What follows belongs to an exercise in optimizing a design on an open flow for small area and a short achievable clock period; a production flow would make more cautious choices. In this exercise RTL edits were held to simulation tests only and were not proved equivalent to the original. Power is estimated from default activity; no workload was simulated.

<file path="flow/run.sh">
#!/bin/bash
# synth_recipe.tcl (not shown) runs the flow's synth.tcl, then flattens the netlist and writes it again
# the make line also repeats each setting of config.mk as NAME=value (left out here)
make -C /OpenROAD-flow-scripts/flow DESIGN_CONFIG=/design/flow/config.mk WORK_HOME=/design/flow/orfs CLKGATE_MAP_FILE= SYNTH_SCRIPT=/design/flow/synth_recipe.tcl finish
</file>
<file path="flow/config.mk">
export PLATFORM = sky130hd
export DESIGN_NAME = frame_buf_top
export DESIGN_NICKNAME = frame_buf_top
export VERILOG_FILES = /design/flow/design.v
export SDC_FILE = /design/flow/constraint.sdc
export NUM_CORES = 4
export LEC_CHECK = 0
export CAP_MARGIN = 20
export CORE_MARGIN = 2
export CORE_UTILIZATION = 40
export SETUP_SLACK_MARGIN = 3.2
export SLEW_MARGIN = 20
</file>
<file path="flow/constraint.sdc">
create_clock -name core_clock -period 5.5 [get_ports {ddr_clk}]
set_input_delay 1.1000 -clock core_clock [delete_from_list [all_inputs] [get_ports {ddr_clk}]]
set_output_delay 1.1000 -clock core_clock [all_outputs]
set_load 0.01 [all_outputs]
</file>
<file path="flow/design.v">
package fb_pkg;
    localparam int PIX_W        = 16;                       
    localparam int WORD_W       = 64;                       
    localparam int PIX_PER_WORD = WORD_W / PIX_W;           
    localparam int H_PIX        = 32;                       
    localparam int V_LINES      = 8;                        
    localparam int BURST_WORDS  = H_PIX / PIX_PER_WORD;     
    localparam int ADDR_W       = 20;                       
    localparam int LINE_BYTES   = BURST_WORDS * WORD_W / 8;
    localparam int BANK_BYTES   = LINE_BYTES * V_LINES;     
    localparam int LINE_IDX_W   = $clog2(V_LINES);
    localparam int WORD_IDX_W   = $clog2(BURST_WORDS);
    localparam int LANE_W       = $clog2(PIX_PER_WORD);     
    localparam int ST_WADDR = 0;
    localparam int ST_WDATA = 1;
    localparam int ST_RADDR = 2;
    localparam int ST_RDATA = 3;
endpackage
`timescale 1ns/1ps
import fb_pkg::*;
module line_writer
(
    input  logic              ddr_clk,
    input  logic              rst_n,
    input  logic              pix_fsync,
    input  logic              pix_valid,
    input  logic [PIX_W-1:0]  pix_data,
    input  logic              wr_busy,
    input  logic              wr_done,
    input  logic              wr_data_re,
    input  logic              wr_start,
    output logic              wr_req,
    output logic [3:0]        wr_addr,
    output logic [WORD_W-1:0] wr_data,
    output logic              wr_overflow,
    output logic              frame_done,
    output logic              done_bank
);
    logic [WORD_W-1:0]     chain [2][BURST_WORDS];      
    logic [LINE_IDX_W-1:0] buf_line [2];                
    logic [LANE_W-1:0]     in_lane, lane_c;
    logic [WORD_IDX_W-1:0] in_word, word_c;
    logic [LINE_IDX_W-1:0] in_line, line_c;
    logic                  in_buf;                      
    logic [1:0]            buf_full;
    logic                  pix_take, word_end, line_end, word_start;
    logic                  out_buf;                     
    logic                  wr_bank;
    logic [1:0]            shift;
    logic                  send;
    assign lane_c   = pix_fsync ? '0 : in_lane;         
    assign word_c   = pix_fsync ? '0 : in_word;
    assign line_c   = pix_fsync ? '0 : in_line;
    assign pix_take   = pix_valid && !(&buf_full);      
    assign word_end   = pix_take && (lane_c == LANE_W'(PIX_PER_WORD - 1));
    assign line_end   = word_end && (word_c == WORD_IDX_W'(BURST_WORDS - 1));
    assign word_start = pix_take && (lane_c == '0);    
    assign send     = wr_start || wr_data_re;
    assign shift[0] = (word_start && !in_buf) || (send && !out_buf);
    assign shift[1] = (word_start &&  in_buf) || (send &&  out_buf);
    always_ff @(posedge ddr_clk)
    begin
        for (int b = 0; b < 2; b++)
        begin
            if (shift[b])
                for (int s = 0; s < BURST_WORDS - 1; s++)
                    chain[b][s] <= chain[b][s+1];
            for (int l = 0; l < PIX_PER_WORD; l++)
                if (pix_take && (in_buf == b[0]) && (lane_c == l[LANE_W-1:0]))
                    chain[b][BURST_WORDS-1][l*PIX_W +: PIX_W] <= pix_data;
        end
        if (line_end)
            buf_line[in_buf] <= line_c;                 
        if (send)
            wr_data <= chain[out_buf][0];
    end
    always_ff @(posedge ddr_clk)
    begin
        if (!rst_n)
        begin
            in_lane     <= '0;
            in_word     <= '0;
            in_line     <= '0;
            in_buf      <= 1'b0;
            buf_full    <= 2'b00;
            out_buf     <= 1'b0;
            wr_bank     <= 1'b0;
            wr_overflow <= 1'b0;
        end
        else
        begin
            if (pix_valid && (&buf_full))
                wr_overflow <= 1'b1;                    
            if (pix_take)
            begin
                in_lane <= lane_c + 1'b1;
                in_word <= word_end ? word_c + 1'b1 : word_c;
                in_line <= line_end ? line_c + 1'b1 : line_c;
            end
            if (line_end)
            begin
                buf_full[in_buf] <= 1'b1;               
                in_buf           <= ~in_buf;
            end
            if (wr_done)
            begin
                buf_full[out_buf] <= 1'b0;
                out_buf           <= ~out_buf;
                if (frame_done)
                    wr_bank <= ~wr_bank;                
            end
        end
    end
    assign wr_req     = buf_full[out_buf] && !wr_busy;
    assign wr_addr    = {wr_bank, buf_line[out_buf]};
    assign frame_done = wr_done && (buf_line[out_buf] == LINE_IDX_W'(V_LINES - 1));
    assign done_bank  = wr_bank;                        
endmodule
`timescale 1ns/1ps
import fb_pkg::*;
module line_reader
(
    input  logic              ddr_clk,
    input  logic              rst_n,
    input  logic              rd_fsync,
    input  logic              rd_en,
    input  logic              frame_done,
    input  logic              done_bank,
    input  logic              rd_ready,
    input  logic              rd_busy,
    input  logic              rd_done,
    input  logic              rd_data_en,
    input  logic [WORD_W-1:0] rd_data,
    output logic              vout_de,
    output logic [PIX_W-1:0]  vout_data,
    output logic              init_done,
    output logic              rd_req,
    output logic [3:0]        rd_addr,
    output logic              rd_underrun
);
    logic [WORD_W-1:0]     chain [2][BURST_WORDS];      
    logic                  last_bank;                   
    logic                  rd_bank;                     
    logic                  active;                      
    logic                  flush;                       
    logic [1:0]            buf_valid;
    logic [LINE_IDX_W-1:0] fetch_line;                  
    logic                  fetch_all;                   
    logic [WORD_IDX_W-1:0] out_word;
    logic [LANE_W-1:0]     out_lane;
    logic [LINE_IDX_W-1:0] out_line;                    
    logic                  fetch_buf, out_buf;
    logic                  pix_ok, show, word_done;
    logic [WORD_W-1:0]     head;
    logic [1:0]            shift;
    assign fetch_buf = fetch_line[0];
    assign out_buf   = out_line[0];
    assign pix_ok    = active && buf_valid[out_buf];
    assign show      = rd_en && !rd_fsync && pix_ok;
    assign word_done = show && (out_lane == LANE_W'(PIX_PER_WORD - 1));
    assign rd_req    = active && !rd_busy && !fetch_all && !buf_valid[fetch_buf];
    assign rd_addr   = {rd_bank, fetch_line};
    assign head      = chain[out_buf][0];
    assign shift[0] = (rd_data_en && !fetch_buf) || (word_done && !out_buf);
    assign shift[1] = (rd_data_en &&  fetch_buf) || (word_done &&  out_buf);
    always_ff @(posedge ddr_clk)
    begin
        for (int b = 0; b < 2; b++)
            if (shift[b])
            begin
                for (int s = 0; s < BURST_WORDS - 1; s++)
                    chain[b][s] <= chain[b][s+1];
                chain[b][BURST_WORDS-1] <= rd_data;
            end
        vout_data <= pix_ok && !rd_fsync ? head[out_lane*PIX_W +: PIX_W] : '0;
    end
    always_ff @(posedge ddr_clk)
    begin
        if (!rst_n)
        begin
            init_done   <= 1'b0;
            last_bank   <= 1'b0;
            rd_bank     <= 1'b0;
            active      <= 1'b0;
            flush       <= 1'b0;
            buf_valid   <= 2'b00;
            fetch_line  <= '0;
            fetch_all   <= 1'b0;
            out_word    <= '0;
            out_lane    <= '0;
            out_line    <= '0;
            vout_de     <= 1'b0;
            rd_underrun <= 1'b0;
        end
        else
        begin
            vout_de <= rd_en;                           
            if (frame_done)
            begin
                init_done <= 1'b1;                      
                last_bank <= done_bank;
            end
            if (rd_done)
            begin
                flush <= 1'b0;
                if (!flush)
                begin
                    buf_valid[fetch_buf] <= 1'b1;       
                    fetch_line           <= fetch_line + 1'b1;
                    if (fetch_line == LINE_IDX_W'(V_LINES - 1))
                        fetch_all <= 1'b1;
                end
            end
            if (rd_fsync)
            begin
                rd_bank    <= last_bank;                
                active     <= init_done;
                flush      <= (rd_busy && !rd_done) || rd_ready;  
                buf_valid  <= 2'b00;
                fetch_line <= '0;
                fetch_all  <= 1'b0;
                out_word   <= '0;
                out_lane   <= '0;
                out_line   <= '0;
            end
            else if (rd_en)
            begin
                if (pix_ok)
                begin
                    out_lane <= out_lane + 1'b1;
                    if (out_lane == LANE_W'(PIX_PER_WORD - 1))
                    begin
                        out_word <= out_word + 1'b1;
                        if (out_word == WORD_IDX_W'(BURST_WORDS - 1))
                        begin
                            buf_valid[out_buf] <= 1'b0;     
                            out_line           <= out_line + 1'b1;
                            if (out_line == LINE_IDX_W'(V_LINES - 1))
                                active <= 1'b0;         
                        end
                    end
                end
                else if (active)
                    rd_underrun <= 1'b1;                
            end
        end
    end
endmodule
`timescale 1ns/1ps
import fb_pkg::*;
module burst_master
(
    input  logic              ddr_clk,
    input  logic              rst_n,
    input  logic              wr_req,
    input  logic [3:0]        wr_addr,
    input  logic              rd_req,
    input  logic [3:0]        rd_addr,
    input  logic              axi_awready,
    input  logic              axi_wready,
    input  logic              axi_arready,
    input  logic              axi_rvalid,
    input  logic              axi_rlast,
    output logic              wr_ready,
    output logic              wr_busy,
    output logic              wr_done,
    output logic              wr_data_re,
    output logic              wr_start,
    output logic              rd_ready,
    output logic              rd_busy,
    output logic              rd_done,
    output logic              rd_data_en,
    output logic [3:0]        cmd_addr,
    output logic              axi_awvalid,
    output logic              axi_wvalid,
    output logic              axi_wlast,
    output logic              axi_arvalid
);
    logic [3:0]            state;                       
    logic [WORD_IDX_W-1:0] beat;                        
    logic                  last_wr;                     
    logic                  last_beat;                   
    logic                  idle;
    logic                  grant_wr;
    logic                  grant_rd;
    assign idle     = (state == 4'd0);
    assign grant_wr = idle && wr_req && (!rd_req || !last_wr);
    assign grant_rd = idle && rd_req && !grant_wr;
    assign wr_ready = grant_wr;
    assign rd_ready = grant_rd;
    assign wr_busy  = state[ST_WADDR] || state[ST_WDATA];
    assign rd_busy  = state[ST_RADDR] || state[ST_RDATA];
    assign axi_awvalid = state[ST_WADDR];
    assign axi_arvalid = state[ST_RADDR];
    assign axi_wvalid  = state[ST_WDATA];
    assign axi_wlast   = last_beat;                     
    assign wr_start    = state[ST_WADDR] && axi_awready;
    assign wr_data_re  = state[ST_WDATA] && axi_wready;
    assign wr_done     = wr_data_re && last_beat;
    assign rd_data_en  = state[ST_RDATA] && axi_rvalid;
    assign rd_done     = rd_data_en && axi_rlast;
    always_ff @(posedge ddr_clk)
    begin
        if (grant_wr || grant_rd)
            cmd_addr <= grant_wr ? wr_addr : rd_addr;
    end
    always_ff @(posedge ddr_clk)
    begin
        if (!rst_n)
        begin
            state   <= 4'd0;
            beat      <= '0;
            last_beat <= 1'b0;
            last_wr   <= 1'b0;
        end
        else
        begin
            if (grant_wr)
            begin
                state   <= 4'd1 << ST_WADDR;
                last_wr <= 1'b1;
            end
            if (grant_rd)
            begin
                state   <= 4'd1 << ST_RADDR;
                last_wr <= 1'b0;
            end
            if (state[ST_WADDR] && axi_awready)
                state <= 4'd1 << ST_WDATA;
            if (wr_data_re)
            begin
                beat      <= beat + 1'b1;
                last_beat <= (beat == WORD_IDX_W'(BURST_WORDS - 2));
            end
            if (wr_done)
                state <= 4'd0;
            if (state[ST_RADDR] && axi_arready)
                state <= 4'd1 << ST_RDATA;
            if (rd_done)
                state <= 4'd0;
        end
    end
endmodule
`timescale 1ns/1ps
import fb_pkg::*;
module frame_buf_top
(
    input  logic              ddr_clk,
    input  logic              rst_n,
    input  logic              pix_fsync,
    input  logic              pix_valid,
    input  logic [PIX_W-1:0]  pix_data,
    input  logic              rd_fsync,
    input  logic              rd_en,
    output logic              vout_de,
    output logic [PIX_W-1:0]  vout_data,
    output logic              init_done,
    output logic              wr_overflow,
    output logic              rd_underrun,
    input  logic              axi_awready,
    input  logic              axi_wready,
    input  logic              axi_arready,
    input  logic              axi_rvalid,
    input  logic              axi_rlast,
    input  logic [WORD_W-1:0] axi_rdata,
    output logic [ADDR_W-1:0] axi_awaddr,
    output logic [ADDR_W-1:0] axi_araddr,
    output logic              axi_awvalid,
    output logic              axi_wvalid,
    output logic              axi_wlast,
    output logic              axi_arvalid,
    output logic [WORD_W-1:0] axi_wdata
);
    logic              wr_req, wr_ready, wr_done, wr_data_re, wr_busy, wr_start;
    logic [3:0]        wr_addr;                     
    logic              rd_req, rd_ready, rd_done, rd_data_en, rd_busy;
    logic [3:0]        rd_addr;
    logic              frame_done, done_bank;
    logic [3:0]        cmd_addr;
    line_writer i_writer (
        .ddr_clk     (ddr_clk),
        .rst_n       (rst_n),
        .pix_fsync   (pix_fsync),
        .pix_valid   (pix_valid),
        .pix_data    (pix_data),
        .wr_busy     (wr_busy),
        .wr_done     (wr_done),
        .wr_data_re  (wr_data_re),
        .wr_start    (wr_start),
        .wr_req      (wr_req),
        .wr_addr     (wr_addr),
        .wr_data     (axi_wdata),
        .wr_overflow (wr_overflow),
        .frame_done  (frame_done),
        .done_bank   (done_bank)
    );
    line_reader i_reader (
        .ddr_clk     (ddr_clk),
        .rst_n       (rst_n),
        .rd_fsync    (rd_fsync),
        .rd_en       (rd_en),
        .frame_done  (frame_done),
        .done_bank   (done_bank),
        .rd_ready    (rd_ready),
        .rd_busy     (rd_busy),
        .rd_done     (rd_done),
        .rd_data_en  (rd_data_en),
        .rd_data     (axi_rdata),
        .vout_de     (vout_de),
        .vout_data   (vout_data),
        .init_done   (init_done),
        .rd_req      (rd_req),
        .rd_addr     (rd_addr),
        .rd_underrun (rd_underrun)
    );
    burst_master i_master (
        .ddr_clk     (ddr_clk),
        .rst_n       (rst_n),
        .wr_req      (wr_req),
        .wr_addr     (wr_addr),
        .rd_req      (rd_req),
        .rd_addr     (rd_addr),
        .axi_awready (axi_awready),
        .axi_wready  (axi_wready),
        .axi_arready (axi_arready),
        .axi_rvalid  (axi_rvalid),
        .axi_rlast   (axi_rlast),
        .wr_ready    (wr_ready),
        .wr_busy     (wr_busy),
        .wr_done     (wr_done),
        .wr_data_re  (wr_data_re),
        .wr_start    (wr_start),
        .rd_ready    (rd_ready),
        .rd_busy     (rd_busy),
        .rd_done     (rd_done),
        .rd_data_en  (rd_data_en),
        .cmd_addr    (cmd_addr),
        .axi_awvalid (axi_awvalid),
        .axi_wvalid  (axi_wvalid),
        .axi_wlast   (axi_wlast),
        .axi_arvalid (axi_arvalid)
    );
    assign axi_awaddr = {10'd0, cmd_addr, 6'd0};
    assign axi_araddr = {10'd0, cmd_addr, 6'd0};
endmodule
</file>
==> results of run 1 <==
[path summary, 6_finish.rpt]
check / start / end / slack (ns) / cells past startpoint
max: i_writer.wr_data[14] / axi_wdata[14] / 2.86 / 1
min: i_writer.chain[6][32] / i_writer.chain[5][32] / 0.38 / 0
min reg2reg: i_writer.chain[6][32] / i_writer.chain[5][32] / 0.38 / 0
max reg2reg: i_writer.out_buf / i_writer.chain[0][22] / 3.30 / 5
[state kept, by name, indices dropped and copies added, names as in the netlist, 2 cells and up, named ones only]
register and cells:
i_reader.chain 1024, i_writer.chain 1024, i_writer.wr_data 64, i_reader.vout_data 16
i_writer.buf_line 6, i_master.cmd_addr 4, i_master.state 4, i_master.beat 3
i_reader.fetch_line 3, i_reader.out_line 3, i_reader.out_word 3, i_writer.in_line 3
i_writer.in_word 3, i_reader.buf_valid 2, i_reader.out_lane 2, i_writer.buf_full 2
i_writer.in_lane 2
[kinds of logic (layout without fill, tap and decap cells)]
logic type / after synthesis / after routing
buffers and inverters: 79 / 687
AO/OA/AOI/OAI: 84 / 89
multiplexers: 113 / 113
adder cells (fa/ha/maj): 16 / 16
XOR/XNOR: 3 / 3
other: 1 / 36
flip-flops: 2183 / 2183
AND/OR/NAND/NOR: 96 / 98
[layout make-up]
class                           count  area, sq um  area share [%]
Sequential cell                  2183        65000            80.0
Clock buffer                      273         5480            6.74
Multi-Input combinational cell    351         3430            4.22
Timing Repair Buffer              289         3310            4.07
Tap cell                         2218         2780            3.41
Clock inverter                    115         1230            1.51
Inverter                           10         37.5          0.0462
Antenna cell                        4         10.0          0.0123
[stage by stage]
step | area, sq um | hold slack (ns) | util, % | worst slack (ns) | instances
final | 81300 | 0.381 | 47.9 | 2.86 | 5443
after global routing | 81300 | 0.392 | 47.9 | 2.79 | 5439
after CTS | 80800 | 0.385 | 47.6 | 2.74 | 5424
after detailed placement | 73600 | 0.405 | 43.4 | 1.14 | 4994
after global placement | 73500 | 0.400 | 43.3 | 1.20 | 4993
after floorplan | 68700 | 0.400 | - | -8.06 | 2606
[timing repair]
item,in CTS,in global routing
resized for setup,506,30
endpoints found under the setup margin,2116,1407
cloned,17,13
buffers inserted,25,2
pin swaps,4,1
[power groups by stage]
stage | combinational [W] | clock (W) | sequential [W]
5_1_grt | 0.000358 | 0.0148 | 0.0184
4_1_cts | 0.000328 | 0.0141 | 0.0184
6_report | 0.000329 | 0.0137 | 0.0184
3_5_place_dp | 0.000315 | 0 | 0.0188
3_3_place_gp | 0.000310 | 0 | 0.0188
2_1_floorplan | 0.000147 | 0 | 0.0188
[cells in the final DEF, fill, tap and decap left out, types with 7 or more instances in the layout]
cell type | Yosys | routed
nand3_1 | 11 | 10
clkbuf_1 | 26 | 60
dfxtp_2 | 0 | 12
buf_6 | 1 | 29
ha_1 | 16 | 15
nor2b_1 | 10 | 8
buf_4 | 36 | 40
nand4_1 | 10 | 10
conb_1 | 1 | 32
clkinv_16 | 0 | 7
clkbuf_16 | 0 | 218
inv_1 | 10 | 10
o31ai_1 | 8 | 8
o21ai_0 | 7 | 7
clkinv_2 | 0 | 29
clkbuf_8 | 0 | 7
nand2_1 | 24 | 21
mux4_2 | 32 | 32
a21oi_1 | 18 | 18
buf_12 | 0 | 17
bufinv_16 | 0 | 16
clkinv_1 | 0 | 43
dfxtp_4 | 0 | 16
buf_2 | 6 | 72
mux2_2 | 66 | 66
mux2i_1 | 13 | 13
clkdlybuf4s50_1 | 0 | 87
edfxtp_1 | 2122 | 2122
buf_16 | 0 | 23
a22o_1 | 17 | 16
dfxtp_1 | 61 | 33
[per-layer routing]
| metal | wire, um | global-route usage [%] |
|---|---|---|
| met1 | 40700 | 14.0 |
| met2 | 50300 | 18.9 |
| met3 | 4360 | 2.46 |
| met4 | 2460 | 4.20 |
| met5 | 0 | 0 |
==> summary.md, run 1 <==
| Metric | Value |
|---|---|
| CTS max path bufs | 3 |
| # rows | 151 |
| #FFs+latches synth | 2,183 |
| # nets final | 3,148 |
| Post-synth ARST share | 0% |
| Synth area leader | edfxtp_1 |
| GRT Residual Overflow | 0 |
| Outcome | finished clean |
| Gpl congestion | 0.711 |
| Filler Cell Count | 13,500 |
| Switching pwr | 0.00611 W |
| Final setup viols | 0 |
| CP Cell Sequence | buf_2 |
| XOR/XNOR Fraction of Synth Area | 0.0384% |
| CTS Buf Count | 206 |
| Post-synthesis simple-gate area fraction | 0.814% |
| Sequential power share | 56.8% |
| Routed wire per std cell | 18.0 um |
| Top post-synthesis cells by area | edfxtp_1, dfxtp_1, mux2_2, mux4_2, buf_4 |
| Largest net degree at the start of global routing | 97 |
| Root Buffer | clkbuf_16 |
| Slew @ Worst Pin | 0.787 ns |
| PwrDens | 399 nW/um^2 |
| Slew HR | 47.4% |
| Vias | 24,400 |
| # port buffers | 186 |
| Minimum clock period | 2.64 ns |
| WP data required | 4.40 ns |
| Post-route ant nets | 0 |
| Initial antenna violation count | 11 |
| Setup Skew | 0.0502 ns |
| Cells after synthesis | 2,575 |
| Setup CP Type | flop to output port |
| Most common cell in the synthesized netlist | edfxtp_1 |
| Int Power | 0.0263 W |
| DRC viols | 0 |
| Sum Neg Setup Slack | 0 ns |
| Die Width | 418 um |
| Adder-cell share of the synthesized area | 0.293% |
| Max Clk Rate | 378 MHz |
| DR vias/cell | 4.48 |
| Clock power share | 42.2% |
| CP max-delay cell | edfxtp_1 |
| Post-Synthesis Cell Area | 68,400 sq um |
| Gr usage total | 11.1% |
| Synth warn | 5 |
| Initial Util | 40.3% |
| EDFF count, synth | 2,122 |
| First-pass detailed-route iteration total | 5 |
| Vias in the first global route | 24,200 |
| Synthesis-to-layout area growth | 18.8% |
| Synth top cells by count | edfxtp_1, mux2_2, dfxtp_1 |
| Mux cell area share after synthesis | 2.37% |
| Die area | 174,000 sq um |
| Worst path max stage delay | 0.53 ns |
| VDD IR max | 0.000326 V |
| Crit path max fanout | 1 |
| CTS tree | yes |
| Combinational fraction of design power | 1.0% |
| Ports | 219 |
| Leakage | 25.9 nW |
| Worst skew pair latency | 0.82 ns |
| H-tree levels | 4 |
| Pins Over Slew Limit | 0 |
| Register area share after synthesis | 94.9% |
| CP Capture Type | output port |
| Tcrit/Tclk final | 48.1% |
| CTS sink cnt | 2,183 |
| RSZ-0062 raised after global routing | yes |
| Synth Area in Compound Gates | 0.911% |
| Initial DRC count | 2,104 |
| Hold_buf cts | 0 |
| Detail Placement HPWL | 51,000 um |
| Type of origin of the critical path | flop |
| Power Total | 0.0324 W |
| Top-area cell type share of the netlist area | 93.1% |
| Top Family by Delay on Critical Path | flip-flops |
| Routed wire length | 97,800 um |
| Hold crit path type | flop to flop |
| Share of cells above drive strength 1 | 20.4% |
| CP bufs+invs | 1 |
| Switch share | 18.9% |
| Max-cap viol count | 0 |
| First-pass GRT wire length | 146,000 um |
| Core ar. | 170,000 sq um |
| Hold Violations, Final | 0 |
| Yosys cell types | 56 |
| Average size of a mapped cell | 26.6 sq um |
| Die Span Y | 418 um |
| CTS clk-pin slew, worst paths | 0.06 ns |
| Ys flop type | edfxtp_1 |
| Data arrival, critical path | 1.54 ns |
| Combinational family with the most area after synthesis | multiplexers |
==> inputs of run 2 (changes only) <==
--- a/flow/config.mk
+++ b/flow/config.mk
@@ -8,5 +8,4 @@
 export CAP_MARGIN = 20
 export CORE_MARGIN = 2
 export CORE_UTILIZATION = 40
-export SETUP_SLACK_MARGIN = 3.2
 export SLEW_MARGIN = 20
==> summary.md, run 2 <==
| Metric | Value |
|---|---|
| Outcome | finished clean (unchanged) |
| Routed wire length | 92,200 um (was 97,800 um) |
| Worst path max stage delay | 0.76 ns (was 0.53 ns) |
| Detail Placement HPWL | 51,100 um (was 51,000 um) |
| H-tree levels | 4 (unchanged) |
| # nets final | 3,081 (was 3,148) |
| Largest net degree at the start of global routing | 173 (was 97) |
| Most common cell in the synthesized netlist | edfxtp_1 (unchanged) |
| CP Cell Sequence | clkdlybuf4s50_1, nor2b_1, inv_1, ha_1, and3_2, buf_4, a21o_4, buf_4 (was buf_2) |
| CTS tree | yes (unchanged) |
| Hold Violations, Final | 0 (unchanged) |
| Cells after synthesis | 2,575 (unchanged) |
| Setup Skew | 0.0415 ns (was 0.0502 ns) |
| Worst skew pair latency | 0.80 ns (was 0.82 ns) |
| Worst reg-to-reg path cell count | 5 (unchanged) |
| Met2 wire len | 48,000 um (was 50,300 um) |
| CTS sink cnt | 2,183 (unchanged) |
| Gpl congestion | 0.708 (was 0.711) |
| CTS max path bufs | 3 (unchanged) |
| Synthesis-to-layout area growth | 16.8% (was 18.8%) |
| Top-area cell type share of the netlist area | 93.1% (unchanged) |
| Gr usage total | 10.5% (was 11.1%) |
| Hold depth | 0 (unchanged) |
| DR vias/cell | 4.46 (was 4.48) |
| Vias | 23,900 (was 24,400) |
| Sum Neg Setup Slack | 0 ns (unchanged) |
| Max Clk Rate | 276 MHz (was 378 MHz) |
| Post-synth ARST share | 0% (unchanged) |
| GRT Residual Overflow | 0 (unchanged) |
| EDFF count, synth | 2,122 (unchanged) |
| Hold crit path type | flop to flop (unchanged) |
| Postcts setup bufs | 0 (was 25) |
| Pins Over Slew Limit | 0 (unchanged) |
| Yosys cell types | 56 (unchanged) |
| Max-cap viol count | 0 (unchanged) |
| Data arrival, critical path | 4.07 ns (was 1.54 ns) |
| First-pass detailed-route iteration total | 5 (unchanged) |
| Highest Signal Layer | met5 (was met4) |
| Initial Util | 40.3% (unchanged) |
| Core ar. | 170,000 sq um (unchanged) |
| Commonest non-fill, non-tap cells in the layout | edfxtp_1, clkbuf_16, clkdlybuf4s50_1 (unchanged) |
| Slew HR | 29.3% (was 47.4%) |
| Root Buffer | clkbuf_16 (unchanged) |
| Share of cells above drive strength 1 | 14.3% (was 20.4%) |
| PwrDens | 401 nW/um^2 (was 399 nW/um^2) |
| Leakage | 25.1 nW (was 25.9 nW) |
| Register area share after synthesis | 94.9% (unchanged) |
| # rows | 151 (unchanged) |
| CP Capture Type | flop (was output port) |
| VDD IR max | 0.000314 V (was 0.000326 V) |
| RSZ-0062 raised after global routing | no (was yes) |
| WP data required | 5.94 ns (was 4.40 ns) |
| First-pass GRT wire length | 139,000 um (was 146,000 um) |
| DR WL met3 | 4240 um (was 4360 um) |
| N_diodes | 0 (was 4) |
| Crit path max fanout | 59 (was 1) |
| #FFs+latches synth | 2,183 (unchanged) |
| Ports | 219 (unchanged) |
| # port buffers | 186 (unchanged) |
| Initial DRC count | 2,123 (was 2,104) |
| Placed insts | 4,987 (was 4,994) |
| Type of origin of the critical path | input port (was flop) |
| Tcrit/Tclk final | 65.9% (was 48.1%) |
| Initial antenna violation count | 9 (was 11) |
| CTS clk-pin slew, worst paths | 0.07 ns (was 0.06 ns) |
| Non-filler cells, final | 5,364 (was 5,443) |
| Die Span Y | 418 um (unchanged) |
| Setup CP Type | input port to flop (was flop to output port) |
| Ys flop type | edfxtp_1 (unchanged) |
| Hold_buf cts | 0 (unchanged) |
| DRC viols | 0 (unchanged) |
| Die Width | 418 um (unchanged) |
| Synth area leader | edfxtp_1 (unchanged) |
| Commonest non-fill, non-tap cell in the layout | edfxtp_1 (unchanged) |
| Largest regs | i_reader.chain (1024), i_writer.chain (1024), i_writer.wr_data (64) (unchanged) |
| CP max-delay cell | clkdlybuf4s50_1 (was edfxtp_1) |
| CTS Buf Count | 202 (was 206) |
| Most numerous cell on the critical path | buf_4 |
| Post-route ant nets | 0 (unchanged) |
| # resized after CTS | 0 (was 506) |
| Die area | 174,000 sq um (unchanged) |
| Final setup viols | 0 (unchanged) |
| Slew @ Worst Pin | 1.06 ns (was 0.787 ns) |
| Average size of a mapped cell | 26.6 sq um (unchanged) |
| Synth top cells by count | edfxtp_1, mux2_2, dfxtp_1 (unchanged) |
| Vias in the first global route | 24,000 (was 24,200) |
| Top post-synthesis cells by area | edfxtp_1, dfxtp_1, mux2_2, mux4_2, buf_4 (unchanged) |
| Minimum clock period | 3.62 ns (was 2.64 ns) |
| Routed wire per std cell | 17.2 um (was 18.0 um) |
| Met1 WL | 37,300 um (was 40,700 um) |
| Post-Synthesis Cell Area | 68,400 sq um (unchanged) |
| Synth warn | 5 (unchanged) |
==> run 2: cell types whose count changed in the layout (fill, tap and decap cells not counted), sizes merged, moves of 3 or more <==
| cell | before | now |
|---|---|---|
| inv | 17 | 20 |
| a21o | 4 | 1 |
| buf | 185 | 47 |
| diode | 4 | 0 |
| bufbuf | 3 | 0 |
| clkdlybuf4s50 | 87 | 186 |
| clkbuf | 285 | 259 |
| clkinv | 88 | 85 |
==> run 2: metal layers <==
layer  track usage, %  vias up
li1                 -    11200
met1             12.7    12100
met2             18.1      459
met3             2.71      182
met4             4.17        6
met5                0        -
==> run 2: final timing paths <==
kind | start | slack (ns) | end
min reg2reg | i_reader.chain[15][24] | 0.39 | i_reader.chain[14][24]
max reg2reg | i_reader.out_line[0] | 2.08 | i_reader.chain[4][53]
min | i_reader.chain[15][24] | 0.39 | i_reader.chain[14][24]
max | pix_fsync | 1.88 | i_writer.chain[12][3]
==> run 2: cell families after synthesis <==
logic type               synth area share [%]
multiplexers                             2.37
adder cells (fa/ha/maj)                 0.293
buffers and inverters                   0.653
AND/OR/NAND/NOR                         0.814
flip-flops                               94.9
XOR/XNOR                               0.0384
AO/OA/AOI/OAI                           0.911
other                                 0.00548
==> run 2: stage by stage <==
| stage | setup slack [ns] | util, % | cell area, sq um | hold slack [ns] | total power (W) |
|---|---|---|---|---|---|
| after global routing | 1.69 | 47.1 | 79900 | 0.395 | 0.0332 |
| after floorplan | -8.06 | - | 68600 | 0.400 | 0.0189 |
| after detailed placement | 1.03 | 43.3 | 73400 | 0.405 | 0.0191 |
| after global placement | 1.09 | 43.3 | 73400 | 0.400 | 0.0191 |
| final | 1.88 | 47.1 | 79900 | 0.387 | 0.0321 |
| after CTS | 1.91 | 47.1 | 79900 | 0.378 | 0.0325 |
==> run 2: final cells by class <==
| cell class | instances | area, sq um |
|---|---|---|
| Fill cell | 13600 | 89700 |
| Clock inverter | 117 | 1130 |
| Sequential cell | 2183 | 65000 |
| Clock buffer | 259 | 5320 |
| Tap cell | 2218 | 2780 |
| Inverter | 10 | 37.5 |
| Multi-Input combinational cell | 344 | 3250 |
| Timing Repair Buffer | 233 | 2460 |
==> run 2: worst max-delay path: cells and delay by family <==
kind | cells | cell delay (ns)
adder cells (fa/ha/maj) | 1 | 0.21
buffers and inverters | 4 | 1.68
AND/OR/NAND/NOR | 2 | 0.37
AO/OA/AOI/OAI | 1 | 0.64
==> run 2: report_power, final <==
| part | switching [W] | internal (W) | total [W] |
|---|---|---|---|
| logic | 0.000197 | 0.000107 | 0.000304 |
| clock network | 0.00572 | 0.00763 | 0.0134 |
| registers | 0.0000558 | 0.0184 | 0.0184 |
| total | 0.00598 | 0.0261 | 0.0321 |
==> inputs of run 3 (changes only) <==
--- a/flow/design.v
+++ b/flow/design.v
@@ -28,7 +28,6 @@
     input  logic              wr_busy,
     input  logic              wr_done,
     input  logic              wr_data_re,
-    input  logic              wr_start,
     output logic              wr_req,
     output logic [3:0]        wr_addr,
     output logic [WORD_W-1:0] wr_data,
@@ -47,7 +46,6 @@
     logic                  out_buf;                     
     logic                  wr_bank;
     logic [1:0]            shift;
-    logic                  send;
     assign lane_c   = pix_fsync ? '0 : in_lane;         
     assign word_c   = pix_fsync ? '0 : in_word;
     assign line_c   = pix_fsync ? '0 : in_line;
@@ -55,9 +53,8 @@
     assign word_end   = pix_take && (lane_c == LANE_W'(PIX_PER_WORD - 1));
     assign line_end   = word_end && (word_c == WORD_IDX_W'(BURST_WORDS - 1));
     assign word_start = pix_take && (lane_c == '0);    
-    assign send     = wr_start || wr_data_re;
-    assign shift[0] = (word_start && !in_buf) || (send && !out_buf);
-    assign shift[1] = (word_start &&  in_buf) || (send &&  out_buf);
+    assign shift[0] = (word_start && !in_buf) || (wr_data_re && !out_buf);
+    assign shift[1] = (word_start &&  in_buf) || (wr_data_re &&  out_buf);
     always_ff @(posedge ddr_clk)
     begin
         for (int b = 0; b < 2; b++)
@@ -71,8 +68,7 @@
         end
         if (line_end)
             buf_line[in_buf] <= line_c;                 
-        if (send)
-            wr_data <= chain[out_buf][0];
+        wr_data <= chain[out_buf][wr_data_re ? 1 : 0];
     end
     always_ff @(posedge ddr_clk)
     begin
@@ -265,12 +261,12 @@
     output logic              wr_busy,
     output logic              wr_done,
     output logic              wr_data_re,
-    output logic              wr_start,
     output logic              rd_ready,
     output logic              rd_busy,
     output logic              rd_done,
     output logic              rd_data_en,
-    output logic [3:0]        cmd_addr,
+    output logic [3:0]        aw_addr,
+    output logic [3:0]        ar_addr,
     output logic              axi_awvalid,
     output logic              axi_wvalid,
     output logic              axi_wlast,
@@ -294,15 +290,18 @@
     assign axi_arvalid = state[ST_RADDR];
     assign axi_wvalid  = state[ST_WDATA];
     assign axi_wlast   = last_beat;                     
-    assign wr_start    = state[ST_WADDR] && axi_awready;
     assign wr_data_re  = state[ST_WDATA] && axi_wready;
     assign wr_done     = wr_data_re && last_beat;
     assign rd_data_en  = state[ST_RDATA] && axi_rvalid;
     assign rd_done     = rd_data_en && axi_rlast;
     always_ff @(posedge ddr_clk)
+        aw_addr <= wr_addr;
+    always_ff @(posedge ddr_clk)
     begin
-        if (grant_wr || grant_rd)
-            cmd_addr <= grant_wr ? wr_addr : rd_addr;
+        if (!rst_n)
+            ar_addr <= '0;
+        else if (grant_rd)
+            ar_addr <= rd_addr;
     end
     always_ff @(posedge ddr_clk)
     begin
@@ -371,12 +370,12 @@
     output logic              axi_arvalid,
     output logic [WORD_W-1:0] axi_wdata
 );
-    logic              wr_req, wr_ready, wr_done, wr_data_re, wr_busy, wr_start;
+    logic              wr_req, wr_ready, wr_done, wr_data_re, wr_busy;
     logic [3:0]        wr_addr;                     
     logic              rd_req, rd_ready, rd_done, rd_data_en, rd_busy;
     logic [3:0]        rd_addr;
     logic              frame_done, done_bank;
-    logic [3:0]        cmd_addr;
+    logic [3:0]        aw_addr, ar_addr;
     line_writer i_writer (
         .ddr_clk     (ddr_clk),
         .rst_n       (rst_n),
@@ -386,7 +385,6 @@
         .wr_busy     (wr_busy),
         .wr_done     (wr_done),
         .wr_data_re  (wr_data_re),
-        .wr_start    (wr_start),
         .wr_req      (wr_req),
         .wr_addr     (wr_addr),
         .wr_data     (axi_wdata),
@@ -429,17 +427,17 @@
         .wr_busy     (wr_busy),
         .wr_done     (wr_done),
         .wr_data_re  (wr_data_re),
-        .wr_start    (wr_start),
         .rd_ready    (rd_ready),
         .rd_busy     (rd_busy),
         .rd_done     (rd_done),
         .rd_data_en  (rd_data_en),
-        .cmd_addr    (cmd_addr),
+        .aw_addr     (aw_addr),
+        .ar_addr     (ar_addr),
         .axi_awvalid (axi_awvalid),
         .axi_wvalid  (axi_wvalid),
         .axi_wlast   (axi_wlast),
         .axi_arvalid (axi_arvalid)
     );
-    assign axi_awaddr = {10'd0, cmd_addr, 6'd0};
-    assign axi_araddr = {10'd0, cmd_addr, 6'd0};
+    assign axi_awaddr = {10'd0, aw_addr, 6'd0};
+    assign axi_araddr = {10'd0, ar_addr, 6'd0};
 endmodule
--- a/flow/config.mk
+++ b/flow/config.mk
@@ -7,5 +7,9 @@
 export LEC_CHECK = 0
 export CAP_MARGIN = 20
 export CORE_MARGIN = 2
-export CORE_UTILIZATION = 40
+export CORE_UTILIZATION = 65
+export CTS_BUF_LIST = sky130_fd_sc_hd__clkbuf_16
+export CTS_CLUSTER_DIAMETER = 80
+export CTS_CLUSTER_SIZE = 32
+export SETUP_SLACK_MARGIN = 3.15
 export SLEW_MARGIN = 20
==> summary.md, run 3 <==
| Metric | Value |
|---|---|
| Ys flop type | edfxtp_1 (unchanged) |
| Met1 GRT Util | 25.3% (was 12.7%) |
| Setup CP Type | input port to flop (unchanged) |
| CTS max path bufs | 3 (unchanged) |
| DRC viols | 0 (unchanged) |
| RSZ-0062 raised after global routing | yes (was no) |
| Area of the multi-input gates | 3990 sq um (was 3250 sq um) |
| DR vias/cell | 5.42 (was 4.46) |
| Detail Placement HPWL | 51,500 um (was 51,100 um) |
| Max-cap viol count | 0 (unchanged) |
| GR peak layer | met2 (unchanged) |
| Area after DPL | 72,400 sq um (was 73,400 sq um) |
| Top-area cell type share of the netlist area | 90.1% (was 93.1%) |
| R2R setup slack | 3.28 ns (was 2.08 ns) |
| Adder-cell share of the synthesized area | 0.292% (was 0.293%) |
| CTS tree | yes (unchanged) |
| Pins Over Slew Limit | 0 (unchanged) |
| Commonest non-fill, non-tap cells in the layout | edfxtp_1, mux4_2, clkdlybuf4s50_1 (was edfxtp_1, clkbuf_16, clkdlybuf4s50_1) |
| Hold crit path type | flop to flop (unchanged) |
| Ports | 219 (unchanged) |
| Sum Neg Setup Slack | 0 ns (unchanged) |
| Combinational family with the most area after synthesis | multiplexers (unchanged) |
| Post-Synthesis Cell Area | 68,500 sq um (was 68,400 sq um) |
| Gr usage total | 17.6% (was 10.5%) |
| Routed wire length | 94,200 um (was 92,200 um) |
| Register area | 64,400 sq um (was 65,000 sq um) |
| # port buffers | 186 (unchanged) |
| CTS Buf Count | 78 (was 202) |
| Final setup viols | 0 (unchanged) |
| Largest regs | i_reader.chain (1024), i_writer.chain (1024), i_writer.wr_data (64) (unchanged) |
| Worst skew pair latency | 0.70 ns (was 0.80 ns) |
| Initial DRC count | 2,244 (was 2,123) |
| Synth warn | 5 (unchanged) |
| Synthesis-to-layout area growth | 10.8% (was 16.8%) |
| Tcrit/Tclk final | 42.7% (was 65.9%) |
| Root Buffer | clkbuf_16 (unchanged) |
| # rows | 119 (was 151) |
| Cells after synthesis | 2,581 (was 2,575) |
| Synth top cells by count | edfxtp_1, dfxtp_1, mux4_2 (was edfxtp_1, mux2_2, dfxtp_1) |
| #FFs+latches synth | 2,187 (was 2,183) |
| # nets final | 3,030 (was 3,081) |
| H-tree levels | 3 (was 4) |
| Max Clk Rate | 426 MHz (was 276 MHz) |
| Share of cells above drive strength 1 | 16.2% (was 14.3%) |
| Crit path max fanout | 20 (was 59) |
| Core ar. | 105,000 sq um (was 170,000 sq um) |
| VDD IR max | 0.000393 V (was 0.000314 V) |
| Vias | 23,700 (was 23,900) |
| WP data required | 5.91 ns (was 5.94 ns) |
| Average size of a mapped cell | 26.5 sq um (was 26.6 sq um) |
| Vias in the first global route | 23,700 (was 24,000) |
| GRT met3 Usage | 2.73% (was 2.71%) |
| Post-route ant nets | 0 (unchanged) |
| Die Span Y | 329 um (was 418 um) |
| WHS | 0.396 ns (was 0.387 ns) |
| CTS sink cnt | 2,187 (was 2,183) |
| Slew @ Worst Pin | 0.894 ns (was 1.06 ns) |
| Power Total | 0.0259 W (was 0.0321 W) |
| CTS clk-pin slew, worst paths | 0.11 ns (was 0.07 ns) |
| Synth Area in Compound Gates | 0.435% (was 0.911%) |
| Gpl congestion | 0.743 (was 0.708) |
| EDFF count, synth | 2,054 (was 2,122) |
| XOR/XNOR Fraction of Synth Area | 0.141% (was 0.0384%) |
| Yosys cell types | 46 (was 56) |
| Commonest non-fill, non-tap cell in the layout | edfxtp_1 (unchanged) |
| Die Width | 329 um (was 418 um) |
| Most common cell in the synthesized netlist | edfxtp_1 (unchanged) |
| Post-synth ARST share | 0% (unchanged) |
| PwrDens | 341 nW/um^2 (was 401 nW/um^2) |
| Outcome | finished clean (unchanged) |
| Mux cell area share after synthesis | 3.61% (was 2.37%) |
| Minimum clock period | 2.35 ns (was 3.62 ns) |
| Die area | 108,000 sq um (was 174,000 sq um) |
| First-pass GRT wire length | 141,000 um (was 139,000 um) |
| Post-synthesis simple-gate area fraction | 0.862% (was 0.814%) |
| Synth area leader | edfxtp_1 (unchanged) |
| GRT met2 Usage | 29.0% (was 18.1%) |
| Filler Cell Count | 5,934 (was 13,600) |
| Type of origin of the critical path | input port (unchanged) |
| Initial antenna violation count | 5 (was 9) |
| Routed wire per std cell | 21.5 um (was 17.2 um) |
| Setup Skew | 0.0201 ns (was 0.0415 ns) |
| Leakage | 24.2 nW (was 25.1 nW) |
| Top post-synthesis cells by area | edfxtp_1, dfxtp_1, mux4_2, buf_4, mux2i_1 (was edfxtp_1, dfxtp_1, mux2_2, mux4_2, buf_4) |
| GRT Residual Overflow | 0 (unchanged) |
| First-pass detailed-route iteration total | 6 (was 5) |
| Data arrival, critical path | 2.76 ns (was 4.07 ns) |
| Initial Util | 65.2% (was 40.3%) |
| CP Capture Type | flop (unchanged) |
| Slew HR | 40.3% (was 29.3%) |
| Final Cell Area | 75,900 sq um (was 79,900 sq um) |
| Largest net degree at the start of global routing | 73 (was 173) |
| Hold Violations, Final | 0 (unchanged) |
| Register area share after synthesis | 93.9% (was 94.9%) |
[run 3: cell types whose count changed after synthesis, sizes merged, moves of 17 or more]
cell / change
dfxtp: +72
edfxtp: -68
mux4: +64
mux2: -63
nor2: +51
a22o: -17
[run 3: final timing paths]
| check | startpoint | endpoint | cells after the start |
|---|---|---|---|
| min reg2reg | i_writer.wr_bank | i_master.aw_addr[3] | 0 |
| min | i_writer.wr_bank | i_master.aw_addr[3] | 0 |
| max | rd_en | i_reader.chain[6][6] | 6 |
| max reg2reg | i_reader.out_lane[1] | i_reader.chain[6][6] | 6 |
[run 3: power by group]
group | total, W | internal, W | switching, W
clock network | 0.00713 | 0.00274 | 0.00438
registers | 0.0184 | 0.0183 | 0.0000842
logic | 0.000395 | 0.000165 | 0.000230
[run 3: final cells by class]
type	instances	share of cell area, %
tap	1391	2.29
timing repair buffer	295	4.48
clock inverter	59	0.353
antenna	1	0.00330
inverter	9	0.0445
sequential	2187	84.9
multi-input combinational	352	5.26
clock buffer	81	2.67
[run 3: worst max-delay path, stage by stage]
cell and delay [ns]:
dlygate4sd2_1 0.29, nand4_1 0.26, o32ai_4 0.45, buf_12 0.19
buf_4 0.15, bufbuf_16 0.30
[run 3: logic make-up after synthesis]
kind of cell,after synthesis
fa+ha+maj,16
other cells,1
simple gates,120
compound gates,42
buf+inv,78
xor+xnor,11
mux,126
flops,2187
[run 3: per-stage QoR]
stage / setup slack, ns / cells / util (%)
floorplan: -9.10 / 2612 / -
global placement: 1.31 / 4160 / 68.9
detailed placement: 1.20 / 4160 / 68.9
CTS: 3.11 / 4361 / 72.1
global route: 3.12 / 4374 / 72.3
finish: 3.15 / 4375 / 72.3
[run 3: what timing repair did]
| action | CTS | global route |
|---|---|---|
| gates cloned | 25 | 3 |
| gates resized for setup | 536 | 22 |
| pin swaps | 8 | 4 |
| buffers inserted | 36 | 10 |
| hold buffers | 0 | 0 |
| endpoints found under the setup margin | 2189 | 1078 |
[run 3: routing by layer]
metal | up-vias | wire length (um)
met5 | - | 26
met4 | 4 | 1800
met3 | 110 | 4010
met2 | 410 | 47600
met1 | 12200 | 40700
li1 | 11000 | -
==> inputs of run 4 (changes only) <==
==> flow/flow/run.sh (new file) <==
#!/bin/bash
# Standard layout, with the port buffers built from buf_2 cells.
cp standard.sh standard_sh_copy.log
export BUFFER_PORTS_ARGS="-buffer_cell sky130_fd_sc_hd__buf_2"
bash standard.sh > standard.log 2>&1
==> flow/standard.sh (new file) <==
#!/bin/bash
# synth_recipe.tcl (not shown) runs the flow's synth.tcl, then flattens the netlist and writes it again
# the make line also repeats each setting of config.mk as NAME=value (left out here)
make -C /OpenROAD-flow-scripts/flow DESIGN_CONFIG=/design/flow/config.mk WORK_HOME=/design/flow/orfs CLKGATE_MAP_FILE= SYNTH_SCRIPT=/design/flow/synth_recipe.tcl "${@:-finish}"
removed: flow/run.sh
==> summary.md, run 4 <==
| Metric | Value |
|---|---|
| Core ar. | 105,000 sq um (unchanged) |
| Data arrival, critical path | 2.67 ns (was 2.76 ns) |
| Largest regs | i_reader.chain (1024), i_writer.chain (1024), i_writer.wr_data (64) (unchanged) |
| Final setup viols | 0 (unchanged) |
| Setup WS pre-CTS | 1.50 ns (was 1.20 ns) |
| Synth Area in Compound Gates | 0.435% (unchanged) |
| # port buffers | 186 (unchanged) |
| Worst path max stage delay | 0.39 ns (was 0.45 ns) |
| First-pass GRT wire length | 138,000 um (was 141,000 um) |
| Largest net degree at the start of global routing | 79 (was 73) |
| Ports | 219 (unchanged) |
| Gpl congestion | 0.748 (was 0.743) |
| CTS max path bufs | 3 (unchanged) |
| DRC viols | 0 (unchanged) |
| CTS sink cnt | 2,187 (unchanged) |
| Initial DRC count | 1,947 (was 2,244) |
| Tcrit/Tclk final | 42.5% (was 42.7%) |
| Hold_buf cts | 0 (unchanged) |
| Average size of a mapped cell | 26.5 sq um (unchanged) |
| Minimum clock period | 2.34 ns (was 2.35 ns) |
| Synth top cells by count | edfxtp_1, dfxtp_1, mux4_2 (unchanged) |
| Combinational family with the most area after synthesis | multiplexers (unchanged) |
| Initial antenna violation count | 9 (was 5) |
| #FFs+latches synth | 2,187 (unchanged) |
| Top-area cell type share of the netlist area | 90.1% (unchanged) |
| Leakage | 23.9 nW (was 24.2 nW) |
| Synthesis-to-layout area growth | 9.11% (was 10.8%) |
| Max-cap viol count | 0 (unchanged) |
| Post-synthesis simple-gate area fraction | 0.862% (unchanged) |
| Ys flop type | edfxtp_1 (unchanged) |
| Sum Neg Setup Slack | 0 ns (unchanged) |
| Die Span Y | 329 um (unchanged) |
| VDD IR max | 0.000297 V (was 0.000393 V) |
| Cells after synthesis | 2,581 (unchanged) |
| Vias in the first global route | 23,300 (was 23,700) |
| Synth warn | 5 (unchanged) |
| RSZ-0062 raised after global routing | yes (unchanged) |
| Most common cell in the synthesized netlist | edfxtp_1 (unchanged) |
| Area of the multi-input gates | 3950 sq um (was 3990 sq um) |
| Post-synth ARST share | 0% (unchanged) |
| CP bufs+invs | 4 (unchanged) |
| Detail Placement HPWL | 52,100 um (was 51,500 um) |
| Worst skew pair latency | 0.68 ns (was 0.70 ns) |
| Slew @ Worst Pin | 1.01 ns (was 0.894 ns) |
| Vias | 23,600 (was 23,700) |
| Post-Synthesis Cell Area | 68,500 sq um (unchanged) |
| XOR/XNOR Fraction of Synth Area | 0.141% (unchanged) |
| Routed wire per std cell | 21.1 um (was 21.5 um) |
| # nets final | 3,008 (was 3,030) |
| Commonest non-fill, non-tap cells in the layout | edfxtp_1, buf_2, dfxtp_1 (was edfxtp_1, mux4_2, clkdlybuf4s50_1) |
| Synth area leader | edfxtp_1 (unchanged) |
| Crit path max fanout | 76 (was 20) |
| CTS Buf Count | 78 (unchanged) |
| Pins Over Slew Limit | 0 (unchanged) |
| Slew HR | 32.4% (was 40.3%) |
| Setup WS post-layout | 3.16 ns (was 3.15 ns) |
| Register area | 64,400 sq um (about the same) |
| WP data required | 5.84 ns (was 5.91 ns) |
| Routed wire length | 91,900 um (was 94,200 um) |
| Adder-cell share of the synthesized area | 0.292% (unchanged) |
| Outcome | finished clean (unchanged) |
| DR vias/cell | 5.43 (was 5.42) |
| H-tree levels | 3 (unchanged) |
| First-pass detailed-route iteration total | 7 (was 6) |
| EDFF count, synth | 2,054 (unchanged) |
| Die area | 108,000 sq um (unchanged) |
| Setup CP Type | flop to flop (was input port to flop) |
| Mux cell area share after synthesis | 3.61% (unchanged) |
| Hold crit path type | flop to flop (unchanged) |
| Type of origin of the critical path | flop (was input port) |
| Post-route ant nets | 0 (unchanged) |
| Gr usage total | 17.2% (was 17.6%) |
| CP Cell Sequence | buf_12, ha_2, nand4_1, buf_4, o32ai_4, buf_4, buf_12 (was dlygate4sd2_1, nand4_1, o32ai_4, buf_12, buf_4, bufbuf_16) |
| CP Capture Type | flop (unchanged) |
| GRT Residual Overflow | 0 (unchanged) |
| Yosys cell types | 46 (unchanged) |
| Die Width | 329 um (unchanged) |
| Top post-synthesis cells by area | edfxtp_1, dfxtp_1, mux4_2, buf_4, mux2i_1 (unchanged) |
| PwrDens | 345 nW/um^2 (was 341 nW/um^2) |
| Setup Skew | 0.0323 ns (was 0.0201 ns) |
| Max Clk Rate | 428 MHz (was 426 MHz) |
| Top Family by Delay on Critical Path | buffers and inverters (unchanged) |
| CTS clk-pin slew, worst paths | 0.12 ns (was 0.11 ns) |
| CTS tree | yes (unchanged) |
| CP max-delay cell | dfxtp_2 (was o32ai_4) |
| Share of cells above drive strength 1 | 17.6% (was 16.2%) |
| Post-Route Utilization | 71.2% (was 72.3%) |
| Filler Cell Count | 6,060 (was 5,934) |
| # rows | 119 (unchanged) |
| Hold Violations, Final | 0 (unchanged) |
| Root Buffer | clkbuf_16 (unchanged) |
| Power Total | 0.0258 W (was 0.0259 W) |
| Commonest non-fill, non-tap cell in the layout | edfxtp_1 (unchanged) |
| Initial Util | 65.2% (unchanged) |
| Register area share after synthesis | 93.9% (unchanged) |
run 4: cell counts after synthesis:
No cell type changed its count.
run 4: worst paths after layout:
| path | to | slack [ns] | depth (start not counted) | from |
|---|---|---|---|---|
| setup reg to reg | i_reader.chain[0][36] | 3.16 | 7 | i_reader.out_lane[0] |
| setup / recovery | i_reader.chain[0][36] | 3.16 | 7 | i_reader.out_lane[0] |
| hold / removal | i_master.aw_addr[3] | 0.39 | 0 | i_writer.wr_bank |
| hold reg to reg | i_master.aw_addr[3] | 0.39 | 0 | i_writer.wr_bank |
run 4: per-stage QoR:
stage / hold WS (ns) / cells / area [sq um]
4_1_cts: 0.390 / 4347 / 74600
6_report: 0.386 / 4352 / 74700
3_3_place_gp: 0.375 / 4164 / 71500
5_1_grt: 0.402 / 4351 / 74700
3_5_place_dp: 0.378 / 4165 / 71500
2_1_floorplan: 0.363 / 2612 / 68700
run 4: cells by family (layout without fill, tap and decap cells):
| kind of cell | count (synthesis) | in the layout |
|---|---|---|
| compound gates | 42 | 46 |
| mux | 126 | 126 |
| flops | 2187 | 2187 |
| buf+inv | 78 | 422 |
| fa+ha+maj | 16 | 16 |
| simple gates | 120 | 120 |
| xor+xnor | 11 | 11 |
| other cells | 1 | 33 |
run 4: power by group:
| part | internal [W] | switching [W] | total (W) |
|---|---|---|---|
| logic | 0.000122 | 0.000220 | 0.000342 |
| registers | 0.0183 | 0.0000832 | 0.0184 |
| clock network | 0.00272 | 0.00433 | 0.00705 |
run 4: area by class of cell:
type | count | area share (%)
antenna | 1 | 0.00335
clock inverter | 60 | 0.355
clock buffer | 79 | 2.65
multi-input combinational | 351 | 5.29
timing repair buffer | 274 | 3.14
tap | 1391 | 2.33
inverter | 9 | 0.0452
sequential | 2187 | 86.2
run 4: repair_timing:
action / 4_1_cts / 5_1_grt
gates resized for setup: 87 / 17
setup buffers: 30 / 3
endpoints found under the setup margin: 2030 / 634
gates cloned: 13 / 1
pin swaps: 3 / 0
hold endpoints to repair: 0 / 0
run 4: routing by layer:
metal	track usage, %	vias to the layer above	part of all wire, %
li1	-	10900	-
met1	24.8	12200	43
met2	28.0	370	50
met3	2.92	113	4.3
met4	4.94	6	2.2
met5	0	-	0.037
==> inputs of run 5 (changes only) <==
--- a/flow/config.mk
+++ b/flow/config.mk
@@ -11,5 +11,5 @@
 export CTS_BUF_LIST = sky130_fd_sc_hd__clkbuf_16
 export CTS_CLUSTER_DIAMETER = 80
 export CTS_CLUSTER_SIZE = 32
-export SETUP_SLACK_MARGIN = 3.15
+export SETUP_SLACK_MARGIN = 3.3
 export SLEW_MARGIN = 20
==> summary.md, run 5 <==
| Metric | Value |
|---|---|
| # port buffers | 186 (unchanged) |
| Register area share after synthesis | 93.9% (unchanged) |
| Final setup viols | 0 (unchanged) |
| VDD IR max | 0.000296 V (was 0.000297 V) |
| GRT Residual Overflow | 0 (unchanged) |
| Setup WS post-layout | 3.18 ns (was 3.16 ns) |
| Top Family by Delay on Critical Path | flip-flops (was buffers and inverters) |
| # rows | 119 (unchanged) |
| Post-route ant nets | 0 (unchanged) |
| CTS tree | yes (unchanged) |
| Combinational family with the most area after synthesis | multiplexers (unchanged) |
| Detail Placement HPWL | 52,100 um (unchanged) |
| Gpl congestion | 0.748 (unchanged) |
| CTS Buf Count | 78 (unchanged) |
| Yosys cell types | 46 (unchanged) |
| Switching pwr | 0.00465 W (was 0.00463 W) |
| Leakage | 24.4 nW (was 23.9 nW) |
| Max-cap viol count | 0 (unchanged) |
| DR vias/cell | 5.43 (about the same) |
| CP max-delay cell | dfxtp_4 (was dfxtp_2) |
| Int Power | 0.0212 W (was 0.0211 W) |
| Routed wire length | 95,000 um (was 91,900 um) |
| Average size of a mapped cell | 26.5 sq um (unchanged) |
| Max Clk Rate | 431 MHz (was 428 MHz) |
| Ports | 219 (unchanged) |
| Area after DPL | 71,500 sq um (unchanged) |
| CTS sink cnt | 2,187 (unchanged) |
| Setup CP Type | flop to output port (was flop to flop) |
| Largest net degree at the start of global routing | 71 (was 79) |
| Mux cell area share after synthesis | 3.61% (unchanged) |
| CTS max path bufs | 3 (unchanged) |
| Die Span Y | 329 um (unchanged) |
| Crit path max fanout | 2 (was 76) |
| Final Cell Area | 76,000 sq um (was 74,700 sq um) |
| Commonest non-fill, non-tap cell in the layout | edfxtp_1 (unchanged) |
| Switch share | 18.0% (about the same) |
| PwrDens | 340 nW/um^2 (was 345 nW/um^2) |
| EDFF count, synth | 2,054 (unchanged) |
| Adder-cell share of the synthesized area | 0.292% (unchanged) |
| Synth top cells by count | edfxtp_1, dfxtp_1, mux4_2 (unchanged) |
| Sequential power share | 71.2% (was 71.3%) |
| First-pass GRT wire length | 139,000 um (was 138,000 um) |
| Synth warn | 5 (unchanged) |
| Post-synthesis simple-gate area fraction | 0.862% (unchanged) |
| Hold crit path type | flop to flop (unchanged) |
| Gr usage total | 17.3% (was 17.2%) |
| Die Width | 329 um (unchanged) |
| Synth area leader | edfxtp_1 (unchanged) |
| Initial DRC count | 1,974 (was 1,947) |
| Routed wire per std cell | 21.6 um (was 21.1 um) |
| CP Cell Sequence | buf_6 (was buf_12, ha_2, nand4_1, buf_4, o32ai_4, buf_4, buf_12) |
| CP Capture Type | output port (was flop) |
| RSZ-0062 raised after global routing | yes (unchanged) |
| Ys flop type | edfxtp_1 (unchanged) |
| Worst path max stage delay | 0.41 ns (was 0.39 ns) |
| Data arrival, critical path | 1.22 ns (was 2.67 ns) |
| Worst skew pair latency | 0.69 ns (was 0.68 ns) |
| Setup WS pre-CTS | 1.50 ns (unchanged) |
| Type of origin of the critical path | flop (unchanged) |
| CTS clk-pin slew, worst paths | 0.11 ns (was 0.12 ns) |
| Top-area cell type share of the netlist area | 90.1% (unchanged) |
| DRC viols | 0 (unchanged) |
| Commonest non-fill, non-tap cells in the layout | edfxtp_1, buf_2, clkbuf_16 (was edfxtp_1, buf_2, dfxtp_1) |
| Pins Over Slew Limit | 0 (unchanged) |
| XOR/XNOR Fraction of Synth Area | 0.141% (unchanged) |
| Combinational fraction of design power | 1.4% (was 1.3%) |
| First-pass detailed-route iteration total | 5 (was 7) |
| Largest regs | i_reader.chain (1024), i_writer.chain (1024), i_writer.wr_data (64) (unchanged) |
| CP bufs+invs | 1 (was 4) |
| Hold Violations, Final | 0 (unchanged) |
| # nets final | 3,045 (was 3,008) |
| Share of cells above drive strength 1 | 20.0% (was 17.6%) |
| H-tree levels | 3 (unchanged) |
| Synthesis-to-layout area growth | 11.0% (was 9.11%) |
| Top post-synthesis cells by area | edfxtp_1, dfxtp_1, mux4_2, buf_4, mux2i_1 (unchanged) |
| Setup Skew | 0.0314 ns (was 0.0323 ns) |
| Post-Synthesis Cell Area | 68,500 sq um (unchanged) |
| Die area | 108,000 sq um (unchanged) |
| Initial Util | 65.2% (unchanged) |
| Cells after synthesis | 2,581 (unchanged) |
| Slew @ Worst Pin | 0.956 ns (was 1.01 ns) |
| Vias in the first global route | 23,400 (was 23,300) |
| Root Buffer | clkbuf_16 (unchanged) |
| Outcome | finished clean (unchanged) |
| Initial antenna violation count | 9 (unchanged) |
| Core ar. | 105,000 sq um (unchanged) |
| WP data required | 4.40 ns (was 5.84 ns) |
| #FFs+latches synth | 2,187 (unchanged) |
| Minimum clock period | 2.32 ns (was 2.34 ns) |
| Clock power share | 27.3% (about the same) |
| Post-synth ARST share | 0% (unchanged) |
| Vias | 23,800 (was 23,600) |
| Synth Area in Compound Gates | 0.435% (unchanged) |
| Slew HR | 36.3% (was 32.4%) |
| Most common cell in the synthesized netlist | edfxtp_1 (unchanged) |
| Tcrit/Tclk final | 42.1% (was 42.5%) |
run 5: cell count changes in the layout (fill, tap and decap cells not counted), sizes merged:
cell | previous run | this run
a21boi | 3 | 4
clkbuf | 80 | 101
bufbuf | 5 | 2
buf | 268 | 286
run 5: kinds of logic after synthesis:
logic type / count (synthesis)
flip-flops: 2187
buffers and inverters: 78
XOR/XNOR: 11
other: 1
AO/OA/AOI/OAI: 42
multiplexers: 126
AND/OR/NAND/NOR: 120
adder cells (fa/ha/maj): 16
run 5: what timing repair did:
action,4_1_cts,5_1_grt
cloned,15,24
endpoints found under the hold margin,0,0
setup endpoints to repair,2143,1810
resized for setup,170,72
pin swaps,3,3
setup buffers,35,10
hold buffers,0,0
run 5: worst paths after layout:
kind | start | endpoint | slack (ns) | cells after the start
max reg2reg | i_reader.out_lane[0] | i_reader.chain[8][13] | 3.31 | 8
min | i_writer.wr_bank | i_master.aw_addr[3] | 0.39 | 0
max | i_reader.init_done | init_done | 3.18 | 1
min reg2reg | i_writer.wr_bank | i_master.aw_addr[3] | 0.39 | 0
run 5: cell type report:
cell class | count | area (sq um)
tap | 1391 | 1740
clock inverter | 60 | 265
fill | 5912 | 29000
clock buffer | 79 | 1980
multi-input combinational | 352 | 3970
inverter | 9 | 33.8
timing repair buffer | 310 | 3550
antenna | 1 | 2.50
sequential | 2187 | 64500
run 5: power by group through the flow:
stage / Clock (W) / Sequential [W] / Combinational (W)
finish: 0.00706 / 0.0184 / 0.000367
global route: 0.00785 / 0.0184 / 0.000398
CTS: 0.00734 / 0.0184 / 0.000362
detailed placement: 0 / 0.0188 / 0.000326
global placement: 0 / 0.0188 / 0.000317
floorplan: 0 / 0.0188 / 0.000163
run 5: through the flow:
stage	std cells	TNS, ns	total power (W)	hold WS (ns)	utilization [%]
floorplan	2612	-8848.92	0.0189	0.363	-
CTS	4354	0	0.0261	0.390	71.5
detailed placement	4165	0	0.0191	0.378	68.1
global placement	4164	0	0.0191	0.375	68.1
finish	4389	0	0.0258	0.387	72.4
global route	4388	0	0.0267	0.402	72.4
run 5: metal layers:
metal,global-route usage (%),vias up,wire length (um)
met5,0,-,34
met4,5.01,6,2010
met3,3.01,112,4060
met2,28.1,393,47500
met1,24.9,12300,41400
li1,-,11000,-

port drivers added, routing unchanged:
The results above use ideal ports. As a check the final layouts listed here were re-extracted and re-timed, cells and wires unchanged. Step 1 (the two cells are an assumption about what drives the block):
set clk [get_ports {ddr_clk}]
set_driving_cell -lib_cell sky130_fd_sc_hd__clkbuf_16 $clk
set_driving_cell -lib_cell sky130_fd_sc_hd__buf_2 [delete_from_list [all_inputs] $clk]
Step 2 times the ports against the registers' clock, not the clock port: input delays grow and output delays shrink by t, the midpoint of the rising clock arrivals with the driver on. Slacks: ideal ports / drivers / drivers and shift; pairs: ideal ports / drivers.
run | shift t [ns] | slack for setup (ns) | latest minus earliest clock arrival (ns) | slew at the worst register clock pin (ns) | worst slew at a driven data input, ns
run 1 | 0.871 | 2.855 / 2.778 / 2.322 | 0.053 / 0.053 | 0.06 / 0.06 | 0.18
run 2 | 0.856 | 1.876 / 1.853 / 0.997 | 0.045 / 0.044 | 0.07 / 0.07 | 0.14
run 3 | 0.755 | 3.154 / 3.098 / 2.449 | 0.026 / 0.026 | 0.12 / 0.12 | 0.15
run 4 | 0.742 | 3.162 / 3.111 / 2.471 | 0.034 / 0.034 | 0.12 / 0.12 | 0.16
run 5 | 0.746 | 3.182 / 3.108 / 2.588 | 0.036 / 0.037 | 0.12 / 0.12 | 0.16
After both steps every run listed still meets setup and hold. For run 2, which loses most, drivers alone change the setup slack by -0.023 ns; drivers and shift together by -0.879 ns.
